Context: an optimization exercise on an open-source flow, tuned for small area, a short achievable clock period and few clock cycles per item. The choices shown serve that exercise and are no tape-out recipe.
Where RTL was checked, it was by simulation tests only, not by an equivalence proof against the original.
No activity file was given, so power comes from the tool's default toggle rates.

==> flow/design.v <==
package bpr_pkg;
   localparam int unsigned PAT_BYTES = 16;
endpackage
module byte_pattern_replace_core (
   input  logic        clock,
   input  logic        reset,
   input  logic        req_valid,
   output logic        req_ready,
   input  logic [8:0]  req_data,
   output logic        rsp_valid,
   input  logic        rsp_ready,
   output logic [26:0] rsp_data,
   input  logic        csr_write_en,
   input  logic [2:0]  csr_index,
   input  logic [63:0] csr_write_data
);
   localparam int N = 17;    
   logic [15:0][7:0] pat_q, rpl_q;
   logic [4:0]       len_q;      
   logic [15:0]      lim_q;
   logic [63:0]      wd;
   logic [5:0]       cfg_en;
   assign wd = csr_write_data & {64{~reset}};
   always_comb begin
      for (int k = 0; k < 6; k++)
         cfg_en[k] = reset | (csr_write_en && csr_index == 3'(k));
   end
   always_ff @(posedge clock) begin
      if (cfg_en[0]) pat_q[7:0]  <= wd;
      if (cfg_en[1]) pat_q[15:8] <= wd;
      if (cfg_en[2]) rpl_q[7:0]  <= wd;
      if (cfg_en[3]) rpl_q[15:8] <= wd;
      if (cfg_en[4]) len_q <= (wd[4] && wd[3:0] != 4'd0) ? 5'd16 : wd[4:0];
      if (cfg_en[5]) lim_q <= wd[15:0];
   end
   logic [3:0]  lm1;
   logic        lz, l1, lim0;
   logic [15:0] len_oh;     
   logic [N-1:0] len_lt;    
   always_comb begin
      lm1  = 4'(len_q - 5'd1);
      lz   = len_q == 5'd0;
      l1   = len_q == 5'd1;
      lim0 = lim_q == 16'd0;
      for (int j = 0; j < 16; j++) len_oh[j] = len_q == 5'(j + 1);
      for (int p = 0; p < N; p++) len_lt[p] = 5'(p) < len_q;
   end
   logic        ib_v, ib_rp, ib_e;
   logic        rs1;         
   logic [7:0]  ib_b;
   logic [15:0] eq_q;        
   logic        dlast;       
   logic [N-1:0][7:0] qb;
   logic [N-1:0] qe, qr, qn;
   logic [4:0]  occ;         
   logic        room;        
   logic        has_com;     
   logic [3:0]  fill;        
   logic [4:0]  rix;         
   logic [15:0] dv;          
   logic [15:0] cnt_in;      
   logic        allow_q;     
   logic        full_q;      
   logic        ready_q;
   logic        rp_go;
   logic [4:0]  rp_left;
   logic        x_inc;
   logic        ov, o_rep, o_rend, o_done;
   logic [7:0]  o_byte;
   logic [15:0] cnt_out;
   logic        run_start, prev_done;
   logic [3:0]  rep_idx;
   logic        accept, push, load, rp_read;
   logic [15:0] dn, dv_n;
   logic        eql, hit, do_rep, full, clr, emit;
   logic        dnl, dvl, dlast_n;
   logic [3:0]  fill_new;
   logic        rend0, x_set;
   logic [N-1:0] rend_set;
   logic [7:0]  ib_in;
   logic [15:0] eq_in;
   logic [15:0] cnt_p1;
   logic        allow_cmp, f0_ge, f1_ge;
   assign accept = req_valid && ready_q;
   assign push   = ib_v && !ib_rp && room;
   always_comb begin
      dn[0] = eq_q[0];
      for (int j = 1; j < 16; j++) dn[j] = dv[j-1] && eq_q[j];
      eql     = |(eq_q & len_oh);
      hit     = eql && (dlast || l1);
      do_rep  = hit && allow_q;
      full    = full_q;
      clr     = ib_e || do_rep;
      emit    = clr || lz || full;     
      if (clr || lz)  fill_new = 4'd0;
      else if (full)  fill_new = lm1;
      else            fill_new = fill + 4'd1;
      rend0 = clr || lz || (full && l1);
      rend_set = '0;
      for (int p = 1; p < 16; p++)
         rend_set[p] = len_oh[p] && full && !clr;
      x_set = do_rep && ({1'b0, fill} >= len_q);
      cnt_p1    = cnt_in + 16'd1;
      allow_cmp = lim0 || (cnt_in < lim_q);
      f0_ge     = !lz && (fill >= lm1);
      f1_ge     = !lz && ({1'b0, fill} + 5'd1 >= {1'b0, lm1});
      if (csr_write_en)       dv_n = '0;
      else if (push)          dv_n = clr ? 16'd0 : dn;
      else if (ib_v && ib_rp) dv_n = dn;
      else                    dv_n = dv;
      dnl = |(dn[14:0] & len_oh[15:1]);
      dvl = |(dv[14:0] & len_oh[15:1]);
      if (csr_write_en)       dlast_n = 1'b0;
      else if (push)          dlast_n = !clr && dnl;
      else if (ib_v && ib_rp) dlast_n = dnl;
      else                    dlast_n = dvl;
   end
   logic [7:0]  ent_b;
   logic        ent_e, ent_r, ent_n;
   logic [15:0] base, cnt_run;
   logic        gt1;
   always_comb begin
      load  = has_com && (!ov || rsp_ready);
      ent_b = qb[rix];
      ent_e = qe[rix];
      ent_r = qr[rix];
      ent_n = qn[rix];
      base    = prev_done ? 16'd0 : cnt_out;
      gt1     = occ > {1'b0, fill} + 5'd1;
      cnt_run = ((ent_r || x_inc) && base != 16'hFFFF) ? base + 16'd1 : base;
      rp_read = (rp_left != 5'd0) && !csr_write_en;
      ib_in   = rs1 ? ib_b : req_data[8:1];
      for (int j = 0; j < 16; j++) eq_in[j] = ib_in == pat_q[j];
   end
   logic [4:0] occ_n, rix_n;
   logic [4:0] rp_left_n;
   logic       rp_go_n, ib_v_n;
   always_comb begin
      case ({push, load})
         2'b10:   occ_n = occ + 5'd1;
         2'b01:   occ_n = occ - 5'd1;
         default: occ_n = occ;
      endcase
      if (rp_read) rix_n = rix - 5'd1;
      else case ({push, load})
         2'b10:   rix_n = occ;
         2'b01:   rix_n = occ - 5'd2;
         default: rix_n = occ - 5'd1;
      endcase
      rp_go_n   = csr_write_en && (fill != 4'd0 || ib_v);
      rp_left_n = csr_write_en ? 5'd0 : rp_go ? {1'b0, fill} : rp_read ? rp_left - 5'd1 : rp_left;
      ib_v_n    = accept || rs1 || (ib_v && !ib_rp && !push);
   end
   always_ff @(posedge clock) begin
      if (reset) begin
         ib_v      <= 1'b0;
         ib_rp     <= 1'b0;
         rs1       <= 1'b0;
         occ       <= '0;
         room      <= 1'b1;
         has_com   <= 1'b0;
         fill      <= '0;
         rix       <= 5'h1F;
         cnt_in    <= '0;
         allow_q   <= 1'b1;
         full_q    <= 1'b0;
         ready_q   <= 1'b0;
         rp_go     <= 1'b0;
         rp_left   <= '0;
         x_inc     <= 1'b0;
         ov        <= 1'b0;
         cnt_out   <= '0;
         run_start <= 1'b1;
         prev_done <= 1'b0;
         rep_idx   <= '0;
      end else begin
         ib_v    <= ib_v_n;
         if (accept) ib_rp <= 1'b0;
         else if (rs1) ib_rp <= 1'b1;
         rs1     <= rp_read;
         occ     <= occ_n;
         room    <= occ_n < 5'(N);
         has_com <= (push && emit) || (load ? gt1 : has_com);
         rix     <= rix_n;
         rp_go   <= rp_go_n;
         rp_left <= rp_left_n;
         ready_q <= !rp_go_n && rp_left_n == 5'd0 && !rp_read && (!ib_v_n || occ_n < 5'(N));
         if (push) begin
            fill   <= fill_new;
            cnt_in <= ib_e ? 16'd0 : (do_rep && cnt_in != 16'hFFFF) ? cnt_p1 : cnt_in;
            allow_q <= ib_e || (do_rep ? (lim0 || cnt_p1 != lim_q) : allow_cmp);
            full_q  <= (clr || lz) ? l1 : (full ? !lz : f1_ge);
         end else begin
            allow_q <= allow_cmp;
            full_q  <= f0_ge;
         end
         if (push && x_set) x_inc <= 1'b1;
         else if (load && run_start) x_inc <= 1'b0;
         ov <= load || (ov && !rsp_ready);
         if (load) begin
            run_start <= ent_n;
            prev_done <= ent_n && ent_e;
            if (run_start) cnt_out <= cnt_run;
            if (ent_r) rep_idx <= (rep_idx == lm1) ? 4'd0 : rep_idx + 4'd1;
         end
      end
   end
   always_ff @(posedge clock) begin
      if (accept) begin
         ib_b <= req_data[8:1];
         ib_e <= req_data[0];
      end else if (rp_read) begin
         ib_b <= ent_b;
         ib_e <= 1'b0;
      end
      if (accept || rs1) eq_q <= eq_in;
      dv    <= dv_n;
      dlast <= dlast_n;
      if (push) begin
         qb[0] <= ib_b;
         qe[0] <= ib_e;
         qr[0] <= do_rep;
         qn[0] <= rend0;
         for (int p = 1; p < N; p++) begin
            qb[p] <= qb[p-1];
            qe[p] <= qe[p-1];
            qr[p] <= qr[p-1] || (do_rep && len_lt[p]);
            qn[p] <= qn[p-1] || rend_set[p];
         end
      end
      if (load) begin
         o_byte <= ent_r ? rpl_q[rep_idx] : ent_b;
         o_rep  <= ent_r;
         o_rend <= ent_n;
         o_done <= ent_n && ent_e;
      end
   end
   assign req_ready = ready_q;
   assign rsp_valid = ov;
   assign rsp_data  = {o_byte, o_rep, o_rend, o_done, cnt_out};
endmodule
Settings: LEC_CHECK=0, CAP_MARGIN=20, CORE_MARGIN=2, CORE_UTILIZATION=55, SETUP_SLACK_MARGIN=4.0, SLEW_MARGIN=20; clock period 6.5 ns.
run.sh (not shown) runs the stock make flow with config.mk's settings and CLKGATE_MAP_FILE= SYNTH_SCRIPT=/design/flow/synth_recipe.tcl, a recipe that flattens the netlist after the stock synthesis.
The starting point completed with no timing, DRC or antenna violations.
Testbench counts at the start, summed over its fixed seeds: cycles 23,020, bytes 22,436.
Edit:
--- a/flow/design.v
+++ b/flow/design.v
@@ -47,10 +47,11 @@
    end
    logic        ib_v, ib_rp, ib_e;
    logic        rs1;         
    logic [7:0]  ib_b;
    logic [15:0] eq_q;        
+   logic        eql_q;       
    logic        dlast;       
    logic [N-1:0][7:0] qb;
    logic [N-1:0] qe, qr, qn;
    logic [4:0]  occ;         
    logic        room;        
@@ -70,12 +71,11 @@
    logic [15:0] cnt_out;
    logic        run_start, prev_done;
    logic [3:0]  rep_idx;
    logic        accept, push, load, rp_read;
    logic [15:0] dn, dv_n;
-   logic        eql, hit, do_rep, full, clr, emit;
-   logic        dnl, dvl, dlast_n;
+   logic        hit, do_rep, full, clr, emit;
    logic [3:0]  fill_new;
    logic        rend0, x_set;
    logic [N-1:0] rend_set;
    logic [7:0]  ib_in;
    logic [15:0] eq_in;
@@ -84,12 +84,11 @@
    assign accept = req_valid && ready_q;
    assign push   = ib_v && !ib_rp && room;
    always_comb begin
       dn[0] = eq_q[0];
       for (int j = 1; j < 16; j++) dn[j] = dv[j-1] && eq_q[j];
-      eql     = |(eq_q & len_oh);
-      hit     = eql && (dlast || l1);
+      hit     = eql_q && (dlast || l1);
       do_rep  = hit && allow_q;
       full    = full_q;
       clr     = ib_e || do_rep;
       emit    = clr || lz || full;     
       if (clr || lz)  fill_new = 4'd0;
@@ -106,16 +105,10 @@
       f1_ge     = !lz && ({1'b0, fill} + 5'd1 >= {1'b0, lm1});
       if (csr_write_en)       dv_n = '0;
       else if (push)          dv_n = clr ? 16'd0 : dn;
       else if (ib_v && ib_rp) dv_n = dn;
       else                    dv_n = dv;
-      dnl = |(dn[14:0] & len_oh[15:1]);
-      dvl = |(dv[14:0] & len_oh[15:1]);
-      if (csr_write_en)       dlast_n = 1'b0;
-      else if (push)          dlast_n = !clr && dnl;
-      else if (ib_v && ib_rp) dlast_n = dnl;
-      else                    dlast_n = dvl;
    end
    logic [7:0]  ent_b;
    logic        ent_e, ent_r, ent_n;
    logic [15:0] base, cnt_run;
    logic        gt1;
@@ -211,13 +204,16 @@
          ib_e <= req_data[0];
       end else if (rp_read) begin
          ib_b <= ent_b;
          ib_e <= 1'b0;
       end
-      if (accept || rs1) eq_q <= eq_in;
+      if (accept || rs1) begin
+         eq_q  <= eq_in;
+         eql_q <= |(eq_in & len_oh);
+      end
       dv    <= dv_n;
-      dlast <= dlast_n;
+      dlast <= |(dv_n[14:0] & len_oh[15:1]);
       if (push) begin
          qb[0] <= ib_b;
          qe[0] <= ib_e;
          qr[0] <= do_rep;
          qn[0] <= rend0;
=> The new run produced a clean layout. Die area fell by about 1.1%. Cell area came out lower by 0.41%. Global-route usage went down by 1.4 points. Register-to-register slack is worse by 0.22 ns. Hold slack improves by 0.0033 ns. First-iteration DRC count rises by about 13%. Power decreases by 4.2%. Core utilization grows by 1.0 points. Worst setup slack degrades by 0.24 ns. Cell count rose by 0.33%. Count of clock-buffer cells in the layout decreases by 15. Maximum frequency went down by about 9%. Via count shrinks by about 1.3%. Routed wire length is lower by 2.9%.
No functional check of the RTL was part of the second run of this note.


Starts from the design.v that is shown in full above.
export LEC_CHECK = 0
export CAP_MARGIN = 20
export CORE_MARGIN = 2
export CORE_UTILIZATION = 55
export CTS_BUF_LIST = sky130_fd_sc_hd__clkbuf_8
export SETUP_SLACK_MARGIN = 4.0
export SLEW_MARGIN = 20
export TNS_END_PERCENT = 20
create_clock -name core_clock -period 6.5 [get_ports {clock}]
standard.sh (not shown) runs the stock make flow with config.mk's settings and CLKGATE_MAP_FILE= SYNTH_SCRIPT=/design/flow/synth_recipe.tcl, a recipe that flattens the netlist after the stock synthesis.
==> flow/flow/run.sh <==
#!/bin/bash
# The standard layout, with the port buffers made from buf_4 cells instead of the
# resizer's default choice.  standard.sh's output goes to standard.log.
set -e
export BUFFER_PORTS_ARGS="-buffer_cell sky130_fd_sc_hd__buf_4"
bash standard.sh > standard.log 2>&1
Testbench counts at the start, summed over its fixed seeds: cycles 23,020, bytes 22,436.
Next try:
--- a/flow/design.v
+++ b/flow/design.v
@@ -132,11 +132,11 @@
       ib_in   = rs1 ? ib_b : req_data[8:1];
       for (int j = 0; j < 16; j++) eq_in[j] = ib_in == pat_q[j];
    end
    logic [4:0] occ_n, rix_n;
    logic [4:0] rp_left_n;
-   logic       rp_go_n, ib_v_n;
+   logic       rp_go_n, ib_v_n, room_n;
    always_comb begin
       case ({push, load})
          2'b10:   occ_n = occ + 5'd1;
          2'b01:   occ_n = occ - 5'd1;
          default: occ_n = occ;
@@ -148,10 +148,13 @@
          default: rix_n = occ - 5'd1;
       endcase
       rp_go_n   = csr_write_en && (fill != 4'd0 || ib_v);
       rp_left_n = csr_write_en ? 5'd0 : rp_go ? {1'b0, fill} : rp_read ? rp_left - 5'd1 : rp_left;
       ib_v_n    = accept || rs1 || (ib_v && !ib_rp && !push);
+      if (occ < 5'(N - 1))       room_n = 1'b1;
+      else if (occ == 5'(N - 1)) room_n = load || !push;
+      else                       room_n = load && !push;
    end
    always_ff @(posedge clock) begin
       if (reset) begin
          ib_v      <= 1'b0;
          ib_rp     <= 1'b0;
@@ -177,16 +180,17 @@
          ib_v    <= ib_v_n;
          if (accept) ib_rp <= 1'b0;
          else if (rs1) ib_rp <= 1'b1;
          rs1     <= rp_read;
          occ     <= occ_n;
-         room    <= occ_n < 5'(N);
+         room    <= room_n;
          has_com <= (push && emit) || (load ? gt1 : has_com);
          rix     <= rix_n;
          rp_go   <= rp_go_n;
          rp_left <= rp_left_n;
-         ready_q <= !rp_go_n && rp_left_n == 5'd0 && !rp_read && (!ib_v_n || occ_n < 5'(N));
+         ready_q <= (csr_write_en ? (fill == 4'd0 && !ib_v) : rp_go ? (fill == 4'd0) : (rp_left == 5'd0))
+                    && (!ib_v_n || room_n);
          if (push) begin
             fill   <= fill_new;
             cnt_in <= ib_e ? 16'd0 : (do_rep && cnt_in != 16'hFFFF) ? cnt_p1 : cnt_in;
             allow_q <= ib_e || (do_rep ? (lim0 || cnt_p1 != lim_q) : allow_cmp);
             full_q  <= (clr || lz) ? l1 : (full ? !lz : f1_ge);
Result:
- The new run finished with timing, DRC and antenna clean
- synthesized cell count went up by 3.3%
- non-clock buffer count decreases by 6
- total power went up by 2.4%
- setup slack got worse by 0.080 ns
- final area goes down by 0.38%
- sequential power barely changes
- final cell count rose by 2.3%
- utilization shrinks by 0.11 points
- clock-buffer cell count went up by 1
- routed wire length is higher by 0.62%
- die area hardly moves
- global-route usage climbs by 0.24 points
- worst hold slack loses 0.0079 ns
The RTL of the second run of this note was laid out without a check of its function.

separate check: timing with driven ports:
The results above use ideal ports. As a check the final layouts listed here were re-extracted and re-timed, cells and wires unchanged. Step 1 sets driving cells, clkbuf_16 on the clock port and buf_2 on the other inputs (assumed; they add their load-dependent delay and slew). Step 2, shift: input delay + t, output delay - t, t = (earliest + latest rising clock arrival at the registers) / 2. This alone moves slack from input paths to output paths. a / b / c = ideal / step 1 / step 2; a / b = the first two.
| run | t (ns) | slack for setup (ns) | clock arrival spread, ns |
|---|---|---|---|
| the first run of note 1 | 0.649 | 3.996 / 3.962 / 3.372 | 0.026 / 0.026 |
| the second run of note 1 | 0.672 | 3.755 / 3.781 / 3.109 | 0.022 / 0.022 |
| the first run of note 2 | 0.724 | 3.918 / 3.866 / 3.224 | 0.032 / 0.032 |
| the second run of note 2 | 0.744 | 3.838 / 3.821 / 3.213 | 0.037 / 0.037 |
After both steps every run listed still meets setup and hold. The setup slack of the first run of note 2, which loses most, moves by -0.052 ns with the drivers and by -0.694 ns with both steps.
